This design comes from an exercise in tuning for small area on the open sky130 flow, not from production work. Where RTL was checked, it was by simulation tests only, not by an equivalence proof against the original.

v50:
==> flow/design.v (excerpt) <==
module resample_interp #(
    parameter int SYM_WIDTH = 1,
    parameter int INT_WIDTH = 1,
    parameter int DEC_WIDTH = 14,
    parameter int MU_WIDTH  = 8,
    parameter int DEPTH     = 8,
    parameter int CNT_WIDTH = 16,
    localparam int DW = SYM_WIDTH + INT_WIDTH + DEC_WIDTH,
    localparam int LW = $clog2(DEPTH) + 1
) (
    input  logic                 clk,
    input  logic                 rst,
    input  logic                 flush,
    input  logic                 in_valid,
    input  logic [DW-1:0]        in_i,
    input  logic [DW-1:0]        in_q,
    input  logic                 mk,
    input  logic [MU_WIDTH-1:0]  mu,
    input  logic                 mode,
    input  logic                 out_ready,
    output logic                 out_valid,
    output logic [DW-1:0]        out_i,
    output logic [DW-1:0]        out_q,
    output logic [LW-1:0]        fifo_level,
    output logic                 overflow,
    output logic [CNT_WIDTH-1:0] sym_cnt
);
clock: 6.0 ns
lec_check: 0
cap_margin: 20
core_margin: 2
core_utilization: 65
place_density: 0.75
slew_margin: 20
synth_hierarchical: 1
synth_minimum_keep_size: 0
standard.sh (not shown) runs the stock make flow with config.mk's settings and CLKGATE_MAP_FILE= SYNTH_SCRIPT=/design/flow/synth_recipe.tcl, a recipe that flattens the netlist after the stock synthesis.
==> flow/flow/run.sh <==
#!/bin/bash
# Layout flow: the standard ORFS flow (standard.sh, unchanged synthesis)
# with two changes to the layout steps:
#   * port buffers use the smallest buffer (buf_1) instead of the resizer's
#     default choice; every input and output port still gets a buffer;
#   * clock tree synthesis runs without dummy loads, with the same clustering
#     settings as config.mk.
# Each tool's full output is in orfs/logs/ (one log per step); make's own
# output goes to flow_make.log in the work folder.
set -euo pipefail
export BUFFER_PORTS_ARGS="-buffer_cell sky130_fd_sc_hd__buf_1"
export CTS_ARGS="-sink_clustering_enable -repair_clock_nets -dont_use_dummy_load -buf_list sky130_fd_sc_hd__clkbuf_16 -sink_clustering_size 25 -sink_clustering_max_diameter 80 -balance_levels"
bash standard.sh > flow_make.log 2>&1
v50 has completed all stages; timing, DRC and antenna checks passed.
For v27, these inputs were changed with respect to v50:
diff --git a/flow/flow/run.sh b/flow/flow/run.sh
--- a/flow/flow/run.sh
+++ b/flow/flow/run.sh
@@ -11,3 +11,3 @@
 export BUFFER_PORTS_ARGS="-buffer_cell sky130_fd_sc_hd__buf_1"
-export CTS_ARGS="-sink_clustering_enable -repair_clock_nets -dont_use_dummy_load -buf_list sky130_fd_sc_hd__clkbuf_16 -sink_clustering_size 25 -sink_clustering_max_diameter 80 -balance_levels"
+export CTS_ARGS="-sink_clustering_enable -repair_clock_nets -dont_use_dummy_load -buf_list sky130_fd_sc_hd__clkbuf_8 -sink_clustering_size 20 -sink_clustering_max_diameter 50"
 bash standard.sh > flow_make.log 2>&1
diff --git a/flow/config.mk b/flow/config.mk
--- a/flow/config.mk
+++ b/flow/config.mk
@@ -9,4 +9,4 @@
 export CORE_MARGIN = 2
-export CORE_UTILIZATION = 65
-export PLACE_DENSITY = 0.75
+export CORE_UTILIZATION = 55
+export PLACE_DENSITY = 0.65
 export SLEW_MARGIN = 20
Tap cell count: v27 vs v50 up 77
Setup slack: v27 less than v50
Against v50, v27 reports a total placed cells including tap cells that is higher.
v27 ended up with a higher ratio of final minimum period to clock period than v50 did.
Capturing instance or port of the critical path = s2_y_q[14]$_DFF_P_: v50; capturing instance or port of the critical path = s2_y_i[15]$_DFF_P_: v27
In the tables for v50 and v27, number of cells on the critical path reads lower with v50.
v27 completed end to end with timing, DRC and antenna clean.
Against v50, v27 comes in 6500 um^2 higher on die area.
v27 drops fewer vias than v50.
Time the worst path needs with I/O delays and setup delta for v27 relative to v50: 0.022 ns higher
Relative to v27, the following input files were edited for v36:
diff --git a/flow/flow/run.sh b/flow/flow/run.sh
--- a/flow/flow/run.sh
+++ b/flow/flow/run.sh
@@ -11,3 +11,3 @@
 export BUFFER_PORTS_ARGS="-buffer_cell sky130_fd_sc_hd__buf_1"
-export CTS_ARGS="-sink_clustering_enable -repair_clock_nets -dont_use_dummy_load -buf_list sky130_fd_sc_hd__clkbuf_8 -sink_clustering_size 20 -sink_clustering_max_diameter 50"
+export CTS_ARGS="-sink_clustering_enable -repair_clock_nets -dont_use_dummy_load -buf_list sky130_fd_sc_hd__clkbuf_4 -sink_clustering_size 10 -sink_clustering_max_diameter 35"
 bash standard.sh > flow_make.log 2>&1
diff --git a/flow/config.mk b/flow/config.mk
--- a/flow/config.mk
+++ b/flow/config.mk
@@ -9,4 +9,4 @@
 export CORE_MARGIN = 2
-export CORE_UTILIZATION = 55
-export PLACE_DENSITY = 0.65
+export CORE_UTILIZATION = 65
+export PLACE_DENSITY = 0.75
 export SLEW_MARGIN = 20
### Flow results
- Between v27 and v36, the design area is higher for v27.
- Met1 routed wirelength after detailed routing (v36 vs. v27) decreases by a little under 10%
- v27 → v36: total placed cells including tap cells now smaller.
- Comparing routed wire length for v27 and v36, the bigger number came from v27.
--- input diff v36..v28 ---
diff --git a/flow/flow/run.sh b/flow/flow/run.sh
--- a/flow/flow/run.sh
+++ b/flow/flow/run.sh
@@ -11,3 +11,3 @@
 export BUFFER_PORTS_ARGS="-buffer_cell sky130_fd_sc_hd__buf_1"
-export CTS_ARGS="-sink_clustering_enable -repair_clock_nets -dont_use_dummy_load -buf_list sky130_fd_sc_hd__clkbuf_4 -sink_clustering_size 10 -sink_clustering_max_diameter 35"
+export CTS_ARGS="-sink_clustering_enable -repair_clock_nets -dont_use_dummy_load -buf_list sky130_fd_sc_hd__clkbuf_4 -sink_clustering_size 12 -sink_clustering_max_diameter 40"
 bash standard.sh > flow_make.log 2>&1
==> comparison <==
- Diff v36 -> v28: first-pass detailed-route iteration total decreased by 4 relative to the old numbers.
- Changes observed in v28 relative to v36: clock-buffer cell count has decreased; tightest slew margin relative to the limit has decreased; final critical delay including setup and external delays has increased; final cell area excluding filler cells has decreased.
- For the sequential share of layout area, v28 came in 0.24 points higher than v36 did.
### v28 -> v7
diff --git a/flow/flow/run.sh b/flow/flow/run.sh
--- a/flow/flow/run.sh
+++ b/flow/flow/run.sh
@@ -11,3 +11,3 @@
 export BUFFER_PORTS_ARGS="-buffer_cell sky130_fd_sc_hd__buf_1"
-export CTS_ARGS="-sink_clustering_enable -repair_clock_nets -dont_use_dummy_load -buf_list sky130_fd_sc_hd__clkbuf_4 -sink_clustering_size 12 -sink_clustering_max_diameter 40"
+export CTS_ARGS="-sink_clustering_enable -repair_clock_nets -dont_use_dummy_load -buf_list sky130_fd_sc_hd__clkbuf_8 -sink_clustering_size 20 -sink_clustering_max_diameter 50"
 bash standard.sh > flow_make.log 2>&1
diff --git a/flow/config.mk b/flow/config.mk
--- a/flow/config.mk
+++ b/flow/config.mk
@@ -10,2 +10,4 @@
 export CORE_UTILIZATION = 65
+export GPL_ROUTABILITY_DRIVEN = 0
+export GPL_TIMING_DRIVEN = 0
 export PLACE_DENSITY = 0.75
Findings:
Every stage of the flow completed for v7, and the final layout passed the timing, design-rule and antenna checks. Comparing v7 with v28, the layout cell share with drive strength beyond 1 came out essentially unchanged. Per the comparison of v7 with v28, total wire length higher; number of logic stages on the critical path including buffering higher. v7: post-placement worst setup slack is 0.82 ns lower than what v28 reported.
Function was not checked in any run of this note: the RTL went through the layout flow alone.

========
Another version of the RTL of resample_interp (not shown whole).
For scale: ~1600 cells after synthesis, roughly 420 flip-flops, ~100 I/O pins, about 0.023 mm² of cells after synthesis.
Settings: LEC_CHECK=0, CAP_MARGIN=20, CORE_MARGIN=2, CORE_UTILIZATION=70, PLACE_DENSITY=0.8, SLEW_MARGIN=20, SYNTH_HIERARCHICAL=1, SYNTH_MINIMUM_KEEP_SIZE=0; clock period 6.0 ns.
==> flow/flow/run.sh <==
#!/bin/bash
# Layout flow: the standard ORFS flow (standard.sh, synthesis unchanged)
# with two changes to the layout steps:
#   * port buffers use the smallest buffer (buf_1) instead of the resizer's
#     default choice; every input and output port still gets a buffer;
#   * clock tree synthesis runs without dummy loads and builds the tree from
#     clkbuf_8 cells with sink clusters of at most 20 flip-flops.
# Each tool's full output is in orfs/logs/ (one log per step); make's own
# output goes to flow_make.log in the work folder.
set -euo pipefail
export BUFFER_PORTS_ARGS="-buffer_cell sky130_fd_sc_hd__buf_1"
export CTS_ARGS="-sink_clustering_enable -repair_clock_nets -dont_use_dummy_load -buf_list sky130_fd_sc_hd__clkbuf_8 -sink_clustering_size 20 -sink_clustering_max_diameter 50"
bash standard.sh > flow_make.log 2>&1
Edit:
--- a/flow/flow/run.sh
+++ b/flow/flow/run.sh
@@ -6,3 +6,3 @@
 #   * clock tree synthesis runs without dummy loads and builds the tree from
-#     clkbuf_8 cells with sink clusters of at most 20 flip-flops.
+#     clkbuf_4 cells with sink clusters of at most 11 flip-flops.
 # Each tool's full output is in orfs/logs/ (one log per step); make's own
@@ -11,3 +11,3 @@
 export BUFFER_PORTS_ARGS="-buffer_cell sky130_fd_sc_hd__buf_1"
-export CTS_ARGS="-sink_clustering_enable -repair_clock_nets -dont_use_dummy_load -buf_list sky130_fd_sc_hd__clkbuf_8 -sink_clustering_size 20 -sink_clustering_max_diameter 50"
+export CTS_ARGS="-sink_clustering_enable -repair_clock_nets -dont_use_dummy_load -buf_list sky130_fd_sc_hd__clkbuf_4 -sink_clustering_size 11 -sink_clustering_max_diameter 38"
 bash standard.sh > flow_make.log 2>&1
- CORE_UTILIZATION: 70 -> 65
- PLACE_DENSITY: 0.8 -> 0.75
After rerunning: Design area decreases by about 0.45%. Routed wire length came out lower by 1.7%. Final cell count climbs by about 1.3%.
Edit:
--- a/flow/flow/run.sh
+++ b/flow/flow/run.sh
@@ -6,3 +6,3 @@
 #   * clock tree synthesis runs without dummy loads and builds the tree from
-#     clkbuf_4 cells with sink clusters of at most 11 flip-flops.
+#     clkbuf_8 cells with sink clusters of at most 20 flip-flops.
 # Each tool's full output is in orfs/logs/ (one log per step); make's own
@@ -11,3 +11,3 @@
 export BUFFER_PORTS_ARGS="-buffer_cell sky130_fd_sc_hd__buf_1"
-export CTS_ARGS="-sink_clustering_enable -repair_clock_nets -dont_use_dummy_load -buf_list sky130_fd_sc_hd__clkbuf_4 -sink_clustering_size 11 -sink_clustering_max_diameter 38"
+export CTS_ARGS="-sink_clustering_enable -repair_clock_nets -dont_use_dummy_load -buf_list sky130_fd_sc_hd__clkbuf_8 -sink_clustering_size 20 -sink_clustering_max_diameter 50"
 bash standard.sh > flow_make.log 2>&1
After rerunning: Count of clock-buffer cells in the layout drops by 19. Utilization is about the same. Sequential share of layout area barely changes. Critical path depth does not change. Cell count drops slightly. Non-clock buffer count is unchanged.
Edit:
--- a/flow/flow/run.sh
+++ b/flow/flow/run.sh
@@ -11,3 +11,3 @@
 export BUFFER_PORTS_ARGS="-buffer_cell sky130_fd_sc_hd__buf_1"
-export CTS_ARGS="-sink_clustering_enable -repair_clock_nets -dont_use_dummy_load -buf_list sky130_fd_sc_hd__clkbuf_8 -sink_clustering_size 20 -sink_clustering_max_diameter 50"
+export CTS_ARGS="-sink_clustering_enable -repair_clock_nets -dont_use_dummy_load -buf_list sky130_fd_sc_hd__clkbuf_4 -sink_clustering_size 11 -sink_clustering_max_diameter 38"
 bash standard.sh > flow_make.log 2>&1
Outcome:
- The new run went through all stages and came out clean
- via count climbs by 0.39%
- setup slack gets worse by 0.036 ns

========
resample_interp, a different RTL version from the one above (not shown whole).
For scale: about 420 flip-flops, ~22000 sq um of cells after synthesis.
clock: 6.0 ns
lec_check: 0
cap_margin: 20
core_margin: 2
core_utilization: 60
place_density: 0.7
slew_margin: 20
synth_hierarchical: 1
synth_minimum_keep_size: 0
==> flow/flow/run.sh <==
#!/bin/bash
# Layout flow: the standard ORFS flow (standard.sh, synthesis unchanged)
# with two changes to the layout steps:
#   * port buffers use the smallest buffer (buf_1) instead of the resizer's
#     default choice; every input and output port still gets a buffer;
#   * clock tree synthesis runs without dummy loads and builds the tree from
#     clkbuf_4 cells with sink clusters of at most 11 flip-flops.
# Each tool's full output is in orfs/logs/ (one log per step); make's own
# output goes to flow_make.log in the work folder.
set -euo pipefail
export BUFFER_PORTS_ARGS="-buffer_cell sky130_fd_sc_hd__buf_1"
export CTS_ARGS="-sink_clustering_enable -repair_clock_nets -dont_use_dummy_load -buf_list sky130_fd_sc_hd__clkbuf_4 -sink_clustering_size 11 -sink_clustering_max_diameter 38"
bash standard.sh > flow_make.log 2>&1
The starting point completed with no timing, DRC or antenna violations.
Edit:
CORE_UTILIZATION = 65   (was 60)
PLACE_DENSITY = 0.75   (was 0.7)
Final cell count went down by 0.87%.
Die area fell by 7.5%.
Worst setup slack loses 0.059 ns.
Sequential share of layout area stays flat.
Via count grows by 0.85%.
Synthesized area does not change.
Hold slack got worse by 0.049 ns.
Non-clock buffer count decreases by 2.
Synthesized cell count is unchanged.
Edit:
--- a/flow/flow/run.sh
+++ b/flow/flow/run.sh
@@ -6,3 +6,3 @@
 #   * clock tree synthesis runs without dummy loads and builds the tree from
-#     clkbuf_4 cells with sink clusters of at most 11 flip-flops.
+#     clkbuf_8 cells with sink clusters of at most 20 flip-flops.
 # Each tool's full output is in orfs/logs/ (one log per step); make's own
@@ -11,3 +11,3 @@
 export BUFFER_PORTS_ARGS="-buffer_cell sky130_fd_sc_hd__buf_1"
-export CTS_ARGS="-sink_clustering_enable -repair_clock_nets -dont_use_dummy_load -buf_list sky130_fd_sc_hd__clkbuf_4 -sink_clustering_size 11 -sink_clustering_max_diameter 38"
+export CTS_ARGS="-sink_clustering_enable -repair_clock_nets -dont_use_dummy_load -buf_list sky130_fd_sc_hd__clkbuf_8 -sink_clustering_size 20 -sink_clustering_max_diameter 50"
 bash standard.sh > flow_make.log 2>&1
=> Synthesized area does not change; cell area increases by 0.46%; cell count decreases by 0.82%.

========
The RTL this note starts from:
==> flow/design.v <==
module resample_interp #(
    parameter int SYM_WIDTH = 1,
    parameter int INT_WIDTH = 1,
    parameter int DEC_WIDTH = 14,
    parameter int MU_WIDTH  = 8,
    parameter int DEPTH     = 8,
    parameter int CNT_WIDTH = 16,
    localparam int DW = SYM_WIDTH + INT_WIDTH + DEC_WIDTH,
    localparam int LW = $clog2(DEPTH) + 1
) (
    input  logic                 clk,
    input  logic                 rst,
    input  logic                 flush,
    input  logic                 in_valid,
    input  logic [DW-1:0]        in_i,
    input  logic [DW-1:0]        in_q,
    input  logic                 mk,
    input  logic [MU_WIDTH-1:0]  mu,
    input  logic                 mode,
    input  logic                 out_ready,
    output logic                 out_valid,
    output logic [DW-1:0]        out_i,
    output logic [DW-1:0]        out_q,
    output logic [LW-1:0]        fifo_level,
    output logic                 overflow,
    output logic [CNT_WIDTH-1:0] sym_cnt
);
    localparam int AW = $clog2(DEPTH);
    localparam int SW = DW + MU_WIDTH;
    logic                 strobe;
    logic                 x_zero;
    logic [DW-1:0]        x_i, x_q;
    logic                 s1_valid, s2_valid, s3_valid;
    logic [DW-1:0]        s1_a_i, s1_a_q;
    logic [MU_WIDTH-1:0]  s1_mu;
    logic [DW-1:0]        s2_y_i, s2_y_q, s3_y_i, s3_y_q;
    logic [DW-1:0]        y_i, y_q;
    logic [DW-1:0]        mem_i [DEPTH];
    logic [DW-1:0]        mem_q [DEPTH];
    logic [AW-1:0]        wr_ptr, rd_ptr;
    logic                 full, pop, wr_ok;
    assign strobe = in_valid && mk;
    always_ff @(posedge clk or posedge rst) begin
        if (rst) begin
            x_zero   <= 1'b1;
            s1_valid <= 1'b0;
            s2_valid <= 1'b0;
            s3_valid <= 1'b0;
        end else if (flush) begin
            x_zero   <= 1'b1;
            s1_valid <= 1'b0;
            s2_valid <= 1'b0;
            s3_valid <= 1'b0;
        end else begin
            if (in_valid) x_zero <= 1'b0;
            s1_valid <= strobe;
            s2_valid <= s1_valid;
            s3_valid <= s2_valid;
        end
    end
    always_ff @(posedge clk) begin
        if (in_valid) begin
            x_i <= in_i;
            x_q <= in_q;
        end
        s1_a_i <= !mode ? in_i : x_zero ? '0 : x_i;
        s1_a_q <= !mode ? in_q : x_zero ? '0 : x_q;
        s1_mu  <= mu;
        s2_y_i <= y_i;
        s2_y_q <= y_q;
        s3_y_i <= s2_y_i;
        s3_y_q <= s2_y_q;
    end
    function automatic logic [DW-1:0] interp(input logic [DW-1:0] a,
                                             input logic [DW-1:0] b,
                                             input logic [MU_WIDTH-1:0] m);
        logic [SW-1:0] acc;
        logic [DW-1:0] ao, bo;
        ao = a ^ (DW'(1) << (DW - 1));
        bo = b ^ (DW'(1) << (DW - 1));
        acc = (SW'(1) << (MU_WIDTH - 1)) + SW'(ao);
        for (int k = 0; k < MU_WIDTH; k++)
            acc = acc + (SW'(m[k] ? bo : ao) << k);
        interp = acc[SW-1:MU_WIDTH] ^ (DW'(1) << (DW - 1));
    endfunction
    assign y_i = interp(s1_a_i, x_i, s1_mu);
    assign y_q = interp(s1_a_q, x_q, s1_mu);
    assign full      = fifo_level == LW'(DEPTH);
    assign out_valid = fifo_level != '0;
    assign pop       = out_valid && out_ready;
    assign wr_ok     = s3_valid && (!full || pop);
    assign out_i     = out_valid ? mem_i[rd_ptr] : '0;
    assign out_q     = out_valid ? mem_q[rd_ptr] : '0;
    always_ff @(posedge clk) begin
        if (wr_ok && !flush) begin
            mem_i[wr_ptr] <= s3_y_i;
            mem_q[wr_ptr] <= s3_y_q;
        end
    end
    always_ff @(posedge clk or posedge rst) begin
        if (rst) begin
            wr_ptr     <= '0;
            rd_ptr     <= '0;
            fifo_level <= '0;
            overflow   <= 1'b0;
            sym_cnt    <= '0;
        end else if (flush) begin
            wr_ptr     <= '0;
            rd_ptr     <= '0;
            fifo_level <= '0;
            overflow   <= 1'b0;
            sym_cnt    <= '0;
        end else begin
            if (wr_ok) begin
                wr_ptr  <= wr_ptr + AW'(1);
                sym_cnt <= sym_cnt + CNT_WIDTH'(1);
            end
            if (pop) begin
                rd_ptr <= rd_ptr + AW'(1);
            end
            case ({wr_ok, pop})
                2'b10:   fifo_level <= fifo_level + LW'(1);
                2'b01:   fifo_level <= fifo_level - LW'(1);
                default: fifo_level <= fifo_level;
            endcase
            if (s3_valid && !wr_ok) begin
                overflow <= 1'b1;
            end
        end
    end
endmodule
==> flow/config.mk <==
export PLATFORM = sky130hd
export DESIGN_NAME = resample_interp
export DESIGN_NICKNAME = resample_interp
export VERILOG_FILES = /design/flow/design.v
export SDC_FILE = /design/flow/constraint.sdc
export NUM_CORES = 4
export LEC_CHECK = 0
export CAP_MARGIN = 20
export CORE_MARGIN = 2
export CORE_UTILIZATION = 40
export CTS_BUF_LIST = sky130_fd_sc_hd__clkbuf_16
export CTS_CLUSTER_DIAMETER = 80
export CTS_CLUSTER_SIZE = 25
export PLACE_DENSITY = 0.6
export SLEW_MARGIN = 20
==> flow/constraint.sdc <==
create_clock -name core_clock -period 6.0 [get_ports {clk}]
set_input_delay 1.2000 -clock core_clock [delete_from_list [all_inputs] [get_ports {clk}]]
set_output_delay 1.2000 -clock core_clock [all_outputs]
set_load 0.01 [all_outputs]
run.sh (not shown) runs the stock make flow with config.mk's settings and CLKGATE_MAP_FILE= SYNTH_SCRIPT=/design/flow/synth_recipe.tcl, a recipe that flattens the netlist after the stock synthesis.
Stock flow here: none of the scripts above is used.
The baseline finished clean.
Change:
--- a/flow/config.mk
+++ b/flow/config.mk
@@ -10,5 +10,3 @@
 export CORE_UTILIZATION = 40
-export CTS_BUF_LIST = sky130_fd_sc_hd__clkbuf_16
-export CTS_CLUSTER_DIAMETER = 80
-export CTS_CLUSTER_SIZE = 25
+export CTS_BUF_LIST = sky130_fd_sc_hd__clkbuf_4
 export PLACE_DENSITY = 0.6
Outcome:
- The new run passed the timing, design-rule and antenna checks
- cell count goes up by 5.9%
- critical path depth stays the same
- via count is higher by 3.9%
- routed wire length goes up by 1.9%
- area after synthesis does not change
- sequential cell count stays the same

re-timing with driven ports:
How much do the figures lean on ideal ports? The routed layouts below were timed once more, with nothing changed but the port constraints. Step 1 sets driving cells, clkbuf_16 on the clock port and buf_2 on the other inputs (assumed; they add their load-dependent delay and slew). Step 2 moves the port delays by t, midway between the first and last clock arrival at a register: inputs arrive t later, outputs are due t later. That takes back most of the time a late clock gives input paths. Slacks: ideal / step 1 / step 2; pairs: ideal / step 1.
run | shift t [ns] | setup WS [ns] | latest minus earliest clock arrival (ns)
v50 | 0.590 | 0.471 / 0.471 / 0.471 | 0.053 / 0.052
v27 | 0.631 | 0.449 / 0.449 / 0.449 | 0.087 / 0.087
v36 | 0.786 | 0.452 / 0.452 / 0.452 | 0.101 / 0.102
v28 | 0.817 | 0.446 / 0.446 / 0.446 | 0.101 / 0.101
v7 | 0.628 | 0.213 / 0.213 / 0.213 | 0.097 / 0.096
the first run of note 2 | 0.588 | 0.594 / 0.594 / 0.594 | 0.099 / 0.098
the second run of note 2 | 0.736 | 0.617 / 0.617 / 0.617 | 0.106 / 0.106
the third run of note 2 | 0.649 | 0.652 / 0.652 / 0.652 | 0.076 / 0.076
the fourth run of note 2 | 0.736 | 0.617 / 0.617 / 0.617 | 0.106 / 0.106
the first run of note 3 | 0.806 | 0.638 / 0.638 / 0.638 | 0.080 / 0.080
the second run of note 3 | 0.800 | 0.578 / 0.578 / 0.578 | 0.117 / 0.117
the third run of note 3 | 0.602 | 0.600 / 0.600 / 0.600 | 0.093 / 0.093
the first run of note 4 | 0.600 | 0.545 / 0.545 / 0.545 | 0.034 / 0.034
the second run of note 4 | 0.845 | 0.579 / 0.579 / 0.579 | 0.059 / 0.059
After both steps setup and hold are still met in every run listed.
